This design comes from an exercise in tuning for small area on the open sky130 flow, not from production work. Only simulation tests tie the RTL to the original design; equivalence was not proved. Power and IR drop assume default switching activity.

## flow/config.mk

```make
export PLATFORM = sky130hd
export DESIGN_NAME = eth_prbs_top
export DESIGN_NICKNAME = eth_prbs_top
export VERILOG_FILES = /design/flow/design.v
export SDC_FILE = /design/flow/constraint.sdc
export NUM_CORES = 4
export LEC_CHECK = 0
export CAP_MARGIN = 20
export CORE_MARGIN = 2
export CORE_UTILIZATION = 40
export SLEW_MARGIN = 20
```

## flow/constraint.sdc

```tcl
create_clock -name core_clock -period 9.0 [get_ports {clock}]
set_input_delay 1.8000 -clock core_clock [delete_from_list [all_inputs] [get_ports {clock}]]
set_output_delay 1.8000 -clock core_clock [all_outputs]
set_load 0.01 [all_outputs]
```

## flow/design.v

```verilog
package frame_pkg;
	localparam int beat_bytes = 5;
	localparam int beat_bits = beat_bytes * 8;
	localparam int header_bytes = 14;
	localparam int payload_bytes = 80;
	localparam int frame_bytes = header_bytes + payload_bytes;
	localparam int frame_beats = (frame_bytes + beat_bytes - 1) / beat_bytes;
	typedef logic [beat_bits-1:0] beat_t;
	typedef logic [beat_bytes-1:0] keep_t;
	typedef logic [47:0] mac_t;
	typedef logic [15:0] ether_type_t;
endpackage
`timescale 1ns/1ps
module prbs_word_source #(
	parameter int lane = 0
) (
	input logic [4:0] beat,
	output logic [7:0] data
);
	function automatic logic [31:0] prbs_step(input logic [31:0] s);
		prbs_step = {s[0] ^ s[10] ^ s[30] ^ s[31], s[31:1]};
	endfunction
	function automatic logic [32*8-1:0] make_table(input int ln);
		logic [31:0] w;
		logic [32*8-1:0] t;
		int p;
		t = '0;
		w = 32'hffff_ffff;
		for (int n = 0; n < 80; n++) begin
			if (n % 4 == 0)
				w = prbs_step(w);
			p = n + 14 - ln;
			if (p % 5 == 0)
				t[8*(p/5) +: 8] = w[8*(n%4) +: 8];
		end
		make_table = t;
	endfunction
	localparam logic [32*8-1:0] table_bits = make_table(lane);
	assign data = table_bits[8*beat +: 8];
endmodule
`timescale 1ns/1ps
module frame_packer (
	input logic clock,
	input logic reset,
	input logic start,
	input frame_pkg::mac_t dest_mac,
	input frame_pkg::mac_t src_mac,
	input frame_pkg::ether_type_t ether_type,
	output logic tvalid,
	input logic tready,
	output frame_pkg::beat_t tdata,
	output frame_pkg::keep_t tkeep,
	output logic tlast,
	output logic busy
);
	logic [4:0] beat;
	logic [111:0] hdr_q;
	logic [39:0] pay_data;
	for (genvar k = 0; k < 5; k++) begin : g_lane
		prbs_word_source #(.lane(k)) pay_rom (
			.beat(beat),
			.data(pay_data[8*k +: 8])
		);
	end
	always_ff @(posedge clock) begin
		if (reset)
			tvalid <= 1'b0;
		else if (!tvalid)
			tvalid <= start;
		else if (tready && beat == 5'd18)
			tvalid <= 1'b0;
		if (!tvalid)
			beat <= '0;
		else if (tready)
			beat <= beat + 5'd1;
		if (!tvalid)
			hdr_q <= {dest_mac, src_mac, ether_type};
	end
	assign busy = tvalid;
	always_comb begin
		tdata = pay_data;
		for (int k = 0; k < 5; k++) begin
			case (beat)
				5'd0: tdata[8*k +: 8] = hdr_q[111 - 8*k -: 8];
				5'd1: tdata[8*k +: 8] = hdr_q[71 - 8*k -: 8];
				5'd2: if (k < 4) tdata[8*k +: 8] = hdr_q[31 - 8*k -: 8];
				default: ;
			endcase
		end
	end
	assign tlast = beat == 5'd18;
	assign tkeep = {!tlast, 4'b1111};
endmodule
`timescale 1ns/1ps
module header_capture (
	input logic clock,
	input logic reset,
	input logic rx_valid,
	input frame_pkg::beat_t rx_data,
	input frame_pkg::keep_t rx_keep,
	input logic rx_last,
	output frame_pkg::mac_t dest_mac,
	output frame_pkg::mac_t src_mac,
	output frame_pkg::ether_type_t ether_type,
	output logic header_valid,
	output logic [39:0] slot_data,
	output logic [4:0] slot_pay,
	output logic [24:0] slot_beat,
	output logic frame_end,
	output logic frame_len_ok
);
	logic [4:0] grp;
	logic [4:0] mod_oh;
	logic [2:0] below [0:4];
	logic [4:0] lane_slot [0:4];
	logic [4:0] slot_v;
	logic [4:0] slot_next;
	logic [2:0] n_kept;
	logic [4:0] mod_next;
	logic grp_carry;
	logic [7:0] hdr_work [0:12];
	logic [7:0] hdr_next [0:12];
	logic [12:0] hdr_we;
	logic hdr_done;
	logic grp_is0, grp_is1, grp_is2, grp_ge2, grp_ge3;
	function automatic logic [4:0] rotl5(input logic [4:0] v, input logic [2:0] n);
		case (n)
			3'd0: rotl5 = v;
			3'd1: rotl5 = {v[3:0], v[4]};
			3'd2: rotl5 = {v[2:0], v[4:3]};
			3'd3: rotl5 = {v[1:0], v[4:2]};
			3'd4: rotl5 = {v[0], v[4:1]};
			default: rotl5 = v;
		endcase
	endfunction
	always_comb begin
		below[0] = 3'd0;
		for (int i = 1; i < 5; i++)
			below[i] = below[i-1] + 3'(rx_keep[i-1]);
		n_kept = below[4] + 3'(rx_keep[4]);
		for (int i = 0; i < 5; i++)
			lane_slot[i] = rx_keep[i] ? rotl5(mod_oh, below[i]) : 5'b0;
		slot_data = '0;
		slot_v = '0;
		for (int k = 0; k < 5; k++) begin
			for (int i = 0; i < 5; i++) begin
				if (lane_slot[i][k]) begin
					slot_data[8*k +: 8] = slot_data[8*k +: 8] | rx_data[8*i +: 8];
					slot_v[k] = 1'b1;
				end
			end
		end
		for (int k = 0; k < 5; k++)
			slot_next[k] = |(mod_oh >> (k + 1));
		mod_next = rotl5(mod_oh, n_kept);
		grp_carry = 1'b0;
		for (int k = 0; k < 5; k++)
			if (mod_oh[k] && k + int'(n_kept) >= 5)
				grp_carry = 1'b1;
	end
	assign grp_is0 = grp == 5'd0;
	assign grp_is1 = grp == 5'd1;
	assign grp_is2 = grp == 5'd2;
	assign grp_ge2 = grp >= 5'd2;
	assign grp_ge3 = grp >= 5'd3;
	for (genvar k = 0; k < 5; k++) begin : g_slot
		assign slot_beat[5*k +: 5] = grp + 5'(slot_next[k]);
		assign slot_pay[k] = rx_valid && slot_v[k] && (slot_next[k] ? grp_ge2 : grp_ge3 || k == 4 && grp_is2);
	end
	for (genvar j = 0; j < 13; j++) begin : g_hdr
		if (j < 5)
			assign hdr_we[j] = rx_valid && slot_v[j] && !slot_next[j] && grp_is0;
		else if (j < 10)
			assign hdr_we[j] = rx_valid && slot_v[j - 5] && (slot_next[j - 5] ? grp_is0 : grp_is1);
		else
			assign hdr_we[j] = rx_valid && slot_v[j - 10] && (slot_next[j - 10] ? grp_is1 : grp_is2);
		assign hdr_next[j] = hdr_we[j] ? slot_data[8*(j % 5) +: 8] : hdr_work[j];
	end
	assign hdr_done = rx_valid && slot_v[3] && (slot_next[3] ? grp_is1 : grp_is2);
	assign frame_len_ok = grp == 5'd18 && mod_oh[4];
	always_ff @(posedge clock) begin
		if (reset) begin
			grp <= '0;
			mod_oh <= 5'b00001;
			header_valid <= 1'b0;
			frame_end <= 1'b0;
		end else begin
			header_valid <= hdr_done;
			frame_end <= rx_valid && rx_last;
			if (frame_end) begin
				grp <= '0;
				mod_oh <= 5'b00001;
			end else if (rx_valid) begin
				grp <= grp + 5'(grp_carry);
				mod_oh <= mod_next;
			end
		end
	end
	always_ff @(posedge clock) begin
		for (int j = 0; j < 13; j++)
			hdr_work[j] <= hdr_next[j];
		if (hdr_done) begin
			for (int j = 0; j < 6; j++) begin
				dest_mac[47 - 8*j -: 8] <= hdr_next[j];
				src_mac[47 - 8*j -: 8] <= hdr_next[6 + j];
			end
			ether_type <= {hdr_next[12], slot_data[31:24]};
		end
	end
endmodule
`timescale 1ns/1ps
module payload_checker (
	input logic clock,
	input logic reset,
	input logic [39:0] slot_data,
	input logic [4:0] slot_pay,
	input logic [24:0] slot_beat,
	input logic frame_end,
	input logic frame_len_ok,
	output logic frame_done,
	output logic frame_error,
	output logic [15:0] error_count
);
	logic [39:0] expect_data;
	logic [4:0] bad;
	logic [2:0] n_bad;
	logic [2:0] n_bad_q;
	logic any_bad;
	logic [16:0] err_sum;
	for (genvar k = 0; k < 5; k++) begin : g_slot
		prbs_word_source #(.lane(k)) pay_rom (
			.beat(slot_beat[5*k +: 5]),
			.data(expect_data[8*k +: 8])
		);
		assign bad[k] = slot_pay[k] && slot_data[8*k +: 8] != expect_data[8*k +: 8];
	end
	assign n_bad = 3'(bad[0]) + 3'(bad[1]) + 3'(bad[2]) + 3'(bad[3]) + 3'(bad[4]);
	assign err_sum = {1'b0, error_count} + {14'b0, n_bad_q};
	always_ff @(posedge clock) begin
		if (reset) begin
			n_bad_q <= '0;
			any_bad <= 1'b0;
			frame_done <= 1'b0;
			frame_error <= 1'b0;
			error_count <= '0;
		end else begin
			n_bad_q <= n_bad;
			error_count <= err_sum[16] ? 16'hffff : err_sum[15:0];
			frame_done <= frame_end;
			if (frame_end) begin
				frame_error <= any_bad || !frame_len_ok;
				any_bad <= 1'b0;
			end else if (bad != '0) begin
				any_bad <= 1'b1;
			end
		end
	end
endmodule
`timescale 1ns/1ps
module eth_prbs_top (
	input logic clock,
	input logic reset,
	input logic start,
	input frame_pkg::mac_t dest_mac,
	input frame_pkg::mac_t src_mac,
	input frame_pkg::ether_type_t ether_type,
	output logic tvalid,
	input logic tready,
	output frame_pkg::beat_t tdata,
	output frame_pkg::keep_t tkeep,
	output logic tlast,
	output logic busy,
	input logic rx_valid,
	input frame_pkg::beat_t rx_data,
	input frame_pkg::keep_t rx_keep,
	input logic rx_last,
	output frame_pkg::mac_t rx_dest_mac,
	output frame_pkg::mac_t rx_src_mac,
	output frame_pkg::ether_type_t rx_ether_type,
	output logic header_valid,
	output logic frame_done,
	output logic frame_error,
	output logic [15:0] error_count
);
	logic [39:0] slot_data;
	logic [4:0] slot_pay;
	logic [24:0] slot_beat;
	logic frame_end;
	logic frame_len_ok;
	frame_packer packer (
		.clock(clock),
		.reset(reset),
		.start(start),
		.dest_mac(dest_mac),
		.src_mac(src_mac),
		.ether_type(ether_type),
		.tvalid(tvalid),
		.tready(tready),
		.tdata(tdata),
		.tkeep(tkeep),
		.tlast(tlast),
		.busy(busy)
	);
	header_capture capture (
		.clock(clock),
		.reset(reset),
		.rx_valid(rx_valid),
		.rx_data(rx_data),
		.rx_keep(rx_keep),
		.rx_last(rx_last),
		.dest_mac(rx_dest_mac),
		.src_mac(rx_src_mac),
		.ether_type(rx_ether_type),
		.header_valid(header_valid),
		.slot_data(slot_data),
		.slot_pay(slot_pay),
		.slot_beat(slot_beat),
		.frame_end(frame_end),
		.frame_len_ok(frame_len_ok)
	);
	payload_checker payload_check (
		.clock(clock),
		.reset(reset),
		.slot_data(slot_data),
		.slot_pay(slot_pay),
		.slot_beat(slot_beat),
		.frame_end(frame_end),
		.frame_len_ok(frame_len_ok),
		.frame_done(frame_done),
		.frame_error(frame_error),
		.error_count(error_count)
	);
endmodule
```

## flow/run.sh

```bash
#!/bin/bash
# synth_recipe.tcl (not shown) runs the flow's synth.tcl, then flattens the netlist and writes it again
# the make line also repeats each setting of config.mk as NAME=value (left out here)
make -C /OpenROAD-flow-scripts/flow DESIGN_CONFIG=/design/flow/config.mk WORK_HOME=/design/flow/orfs CLKGATE_MAP_FILE= SYNTH_SCRIPT=/design/flow/synth_recipe.tcl finish
```

==> summary.txt <==
-- worst paths after layout --
path	start	end	cells after the start
max reg2reg	capture.mod_oh[4]	payload_check.n_bad_q[1]	17
max	rx_keep[2]	payload_check.n_bad_q[1]	21
min reg2reg	capture.hdr_work[8][5]	capture.hdr_work[8][5]	2
min	capture.hdr_work[8][5]	capture.hdr_work[8][5]	2
-- power groups by stage --
| stage | logic (mW) | registers [mW] | clock network (mW) |
|---|---|---|---|
| 2_1_floorplan | 0.942 | 2.25 | 0 |
| 4_1_cts | 1.48 | 2.22 | 1.74 |
| 3_3_place_gp | 1.45 | 2.25 | 0 |
| 6_report | 1.48 | 2.22 | 1.70 |
| 5_1_grt | 1.62 | 2.25 | 1.80 |
| 3_5_place_dp | 1.47 | 2.26 | 0 |
-- cells by family after synthesis --
group / after synthesis / share of synthesized area
buf+inv: 141 / 0.0360
fa+ha+maj: 43 / 0.0331
compound gates: 418 / 0.178
mux: 93 / 0.0589
simple gates: 405 / 0.115
flops: 368 / 0.553
other cells: 1 / 0.000216
xor+xnor: 52 / 0.0262
-- worst reg2reg max path, stage by stage (launching register included) --
cell	delay [ns]
dfxtp_1	0.31
buf_4	0.25
or3_1	0.53
or2_2	0.40
ha_1	0.23
ha_1	0.22
xor2_1	0.41
nor4_1	0.11
o21ai_0	0.24
o21ai_0	0.21
xnor2_1	0.18
o2111ai_1	0.15
o311ai_0	0.71
ha_1	0.38
fa_1	0.49
ha_1	0.22
fa_1	0.42
nor2b_1	0.13
-- cell type report --
class	count	share of cell area
sequential	368	0.423
multi-input combinational	1015	0.317
timing repair buffer	367	0.158
clock buffer	61	0.0546
tap	585	0.0322
inverter	49	0.00820
clock inverter	13	0.00688
antenna	1	0.000110
-- layout by cell type (no fill, tap or decap), types with 11 or more instances in the layout --
master and instances:
nor2b_1 18, o21ai_0 53, a221o_1 14, nand4_1 13
a22oi_1 22, nor3_1 39, and3_1 16, mux2_2 75
nand2_1 107, buf_4 30, a222oi_1 61, nand3_1 26
clkbuf_8 12, clkdlybuf4s50_1 337, ha_1 38, edfxtp_1 224
mux2i_1 18, inv_1 43, nor2_1 106, dfxtp_1 144
clkbuf_16 42, xnor2_1 32, and2_1 15, a211oi_1 21
xor2_1 20, a22o_1 14, a21oi_1 102, a31oi_1 30
or3_1 11
-- flip-flops by register name, summed over array words and instances (netlist names) --
signal                     flops
capture.hdr_work             104
capture.mod_oh                 5
capture.ether_type            16
payload_check.frame_error      1
payload_check.any_bad          1
payload_check.frame_done       1
capture.header_valid           1
capture.grp                    5
payload_check.error_count     16
capture.frame_end              1
packer.beat                    5
packer.tvalid                  1
capture.dest_mac              48
payload_check.n_bad_q          3
packer.hdr_q                 112
capture.src_mac               48
-- cells in the mapped netlist (16+ instances only) --
cell type / instances / area share
buf_2: 21 / 0.0060
a22oi_1: 22 / 0.0095
a222oi_1: 61 / 0.035
mux2i_1: 18 / 0.010
nor2_1: 106 / 0.023
a31oi_1: 30 / 0.011
clkbuf_1: 52 / 0.011
nor2b_1: 18 / 0.0065
xnor2_1: 32 / 0.016
nor3_1: 40 / 0.012
and3_1: 16 / 0.0058
xor2_1: 20 / 0.010
nand3_1: 26 / 0.0075
mux2_2: 75 / 0.049
nand2_1: 107 / 0.023
ha_1: 38 / 0.027
dfxtp_1: 144 / 0.17
o21ai_0: 53 / 0.015
a211oi_1: 22 / 0.0095
inv_1: 44 / 0.0095
a21oi_1: 102 / 0.029
edfxtp_1: 224 / 0.39
-- stage by stage --
step                      instances  hold WS, ns  setup slack [ns]
after floorplan                1524        0.427             0.905
after detailed placement       2384        0.454             0.589
after CTS                      2458        0.468              1.20
final                          2459        0.460              1.09
after global placement         2384        0.436             0.666
after global routing           2458        0.484             0.816
-- routing by layer --
layer	up-vias	global-route usage
li1	6523	-
met1	6935	0.330
met2	696	0.387
met3	148	0.0606
met4	2	0.100
met5	-	0
==> impl_metrics.py <==
metrics = {
    "status": {
        "run_status": "timing/DRC/antenna clean",
    },
    "synthesis": {
        "synth-edff-count": 224,
        "syn_area_um2": 17400,
        "ys_warn_count": 7,
        "ys_ff_latch": 368,
        "seq_area_frac_synth": 0.553,
        "synthDistinctLibCells": 90,
        "synth_ff_type": "edfxtp_1",
        "synth_cells": 1521,
        "ys_async_sr_fraction": 0,
        "synth_area_per_cell_um2": 11.4,
    },
    "routing": {
        "drt-initial-drc-count": 1828,
        "wl_per_cell_um": 23.3,
        "ant_nets": 0,
        "vias": 14300,
        "drc": 0,
        "drtPass1Iterations": 9,
        "met1_length_um": 24000,
        "vias_per_cell": 5.82,
        "wl_met3_um": 4930,
        "wirelength_um": 57400,
        "wl_met2_um": 26100,
        "topRoutingLayerUsed": "met5",
    },
    "worst_setup_path": {
        "worstPathArrival_ns": 8.36,
        "worstSetupEndpointType": "register",
        "cp_top_family": "adder cells",
        "r2r_slack_ns": 3.31,
        "worstPathRequired_ns": 9.45,
        "path_cells": "clkdlybuf4s50_1 > inv_1 > fa_1 > inv_1 > ha_1 > fa_1 > buf_4 > mux2_2 > a22o_1 > a222oi_1 > nor2_1 > a22oi_1 > nand2_1 > nor3_1 > o22ai_1 > o311ai_0 > ha_1 > fa_1 > ha_1 > fa_1 > nor2b_1",
        "critical-path-max-stage-delay_ns": 0.66,
        "crit_type": "input port to register",
        "critPathLaunchType": "input port",
        "crit_path_top_delay_cell": "o311ai_0",
        "crit_path_frequent_cell": "fa_1",
        "critPathBufInv": 4,
        "path_max_fanout": 15,
    },
    "placed_design": {
        "place.gp.congestion": 0.951,
        "post_dp_cell_area_um2": 21300,
        "dp_hpwl_um": 42500,
        "port_buffers": 337,
    },
    "timing": {
        "worst_pin_slew_ns": 1.11,
        "finalHoldViolations": 0,
        "post-route-period-util": 0.879,
        "setup_tns_ns": 0,
        "max-slew-margin-rel": 0.261,
        "setup_violations": 0,
        "fmax_mhz": 126,
        "slew_violations": 0,
        "fin_skew_ns": 0.0266,
        "rsz0062_at_grt": "no",
        "period_needed_ns": 7.91,
    },
    "die": {
        "core-area_um2": 43000,
        "die-area_um2": 45200,
        "io_pins": 342,
        "die_w_um": 213,
        "rows": 76,
        "start_util": 0.405,
        "die_y_um": 213,
    },
    "pwr": {
        "power.density_nw_per_um2": 238,
        "clkPwrFrac": 0.314,
        "leakage_nw": 8.46,
        "seq_power_share": 0.411,
        "power_switching_mw": 1.63,
        "pwr-share-comb": 0.275,
        "p_int_mw": 3.77,
        "power_mw": 5.41,
        "switching_share": 0.302,
        "ir_drop_mv": 0.170,
    },
    "min_path": {
        "worstHoldPathType": "register to register",
    },
    "cells_and_area": {
        "fin_nets": 2047,
        "n_fill_cell": 3766,
        "seqCellArea_um2": 9610,
        "layout-drive-gt1-share": 0.111,
        "utilization": 0.529,
        "multi_input_area_um2": 7210,
        "fin_area_um2": 22700,
        "syn_to_final_growth_pct": 30.7,
    },
    "clocking": {
        "cts_root_buf": "clkbuf_16",
        "cts-buffers-inserted": 40,
        "clock_sinks": 368,
        "ctsHoldBuffers": 0,
        "insertion_delay_ns": 0.57,
        "cts_tree": "built",
        "clk_pin_slew_ns": 0.06,
        "htree_levels": 2,
        "cts_buffer_depth": 3,
        "cts_setup_buffers": 0,
        "cts-resized-gates": 0,
    },
    "global_route": {
        "track_usage": 0.248,
        "grt_max_degree": 78,
        "grt_first_pass_wirelength_um": 84700,
        "grt.overflow.total": 0,
        "grt_pass1_vias": 13600,
        "antenna_found_initial": 2,
    },
    "run": {
        "cap_violations": 0,
    },
}

==> static timing again, ports no longer ideal <==
The flow's constraints put no driver on any port. The routed layout listed below was extracted and timed again, unchanged, in two steps. Step 1 (the two cells are an assumption about what drives the block):
set clk [get_ports {clock}]
set_driving_cell -lib_cell sky130_fd_sc_hd__clkbuf_16 $clk
set_driving_cell -lib_cell sky130_fd_sc_hd__buf_2 [delete_from_list [all_inputs] $clk]
Step 2, shift: input delay + t, output delay - t, t = (earliest + latest rising clock arrival at the registers) / 2. This alone moves slack from input paths to output paths. a / b / c = no drivers / after step 1 / after step 2; a / b = the first two.
t (ns): 0.617
setup WS [ns]: 1.093 / 1.113 / 0.496
hold WS [ns]: 0.460 / 0.460 / 0.460
worst setup path after step 2: input to register
pins driven straight from the clock port: 1
After both steps setup and hold are still met in this run. For this run, drivers alone change the setup slack by +0.020 ns; drivers and shift together by -0.597 ns.
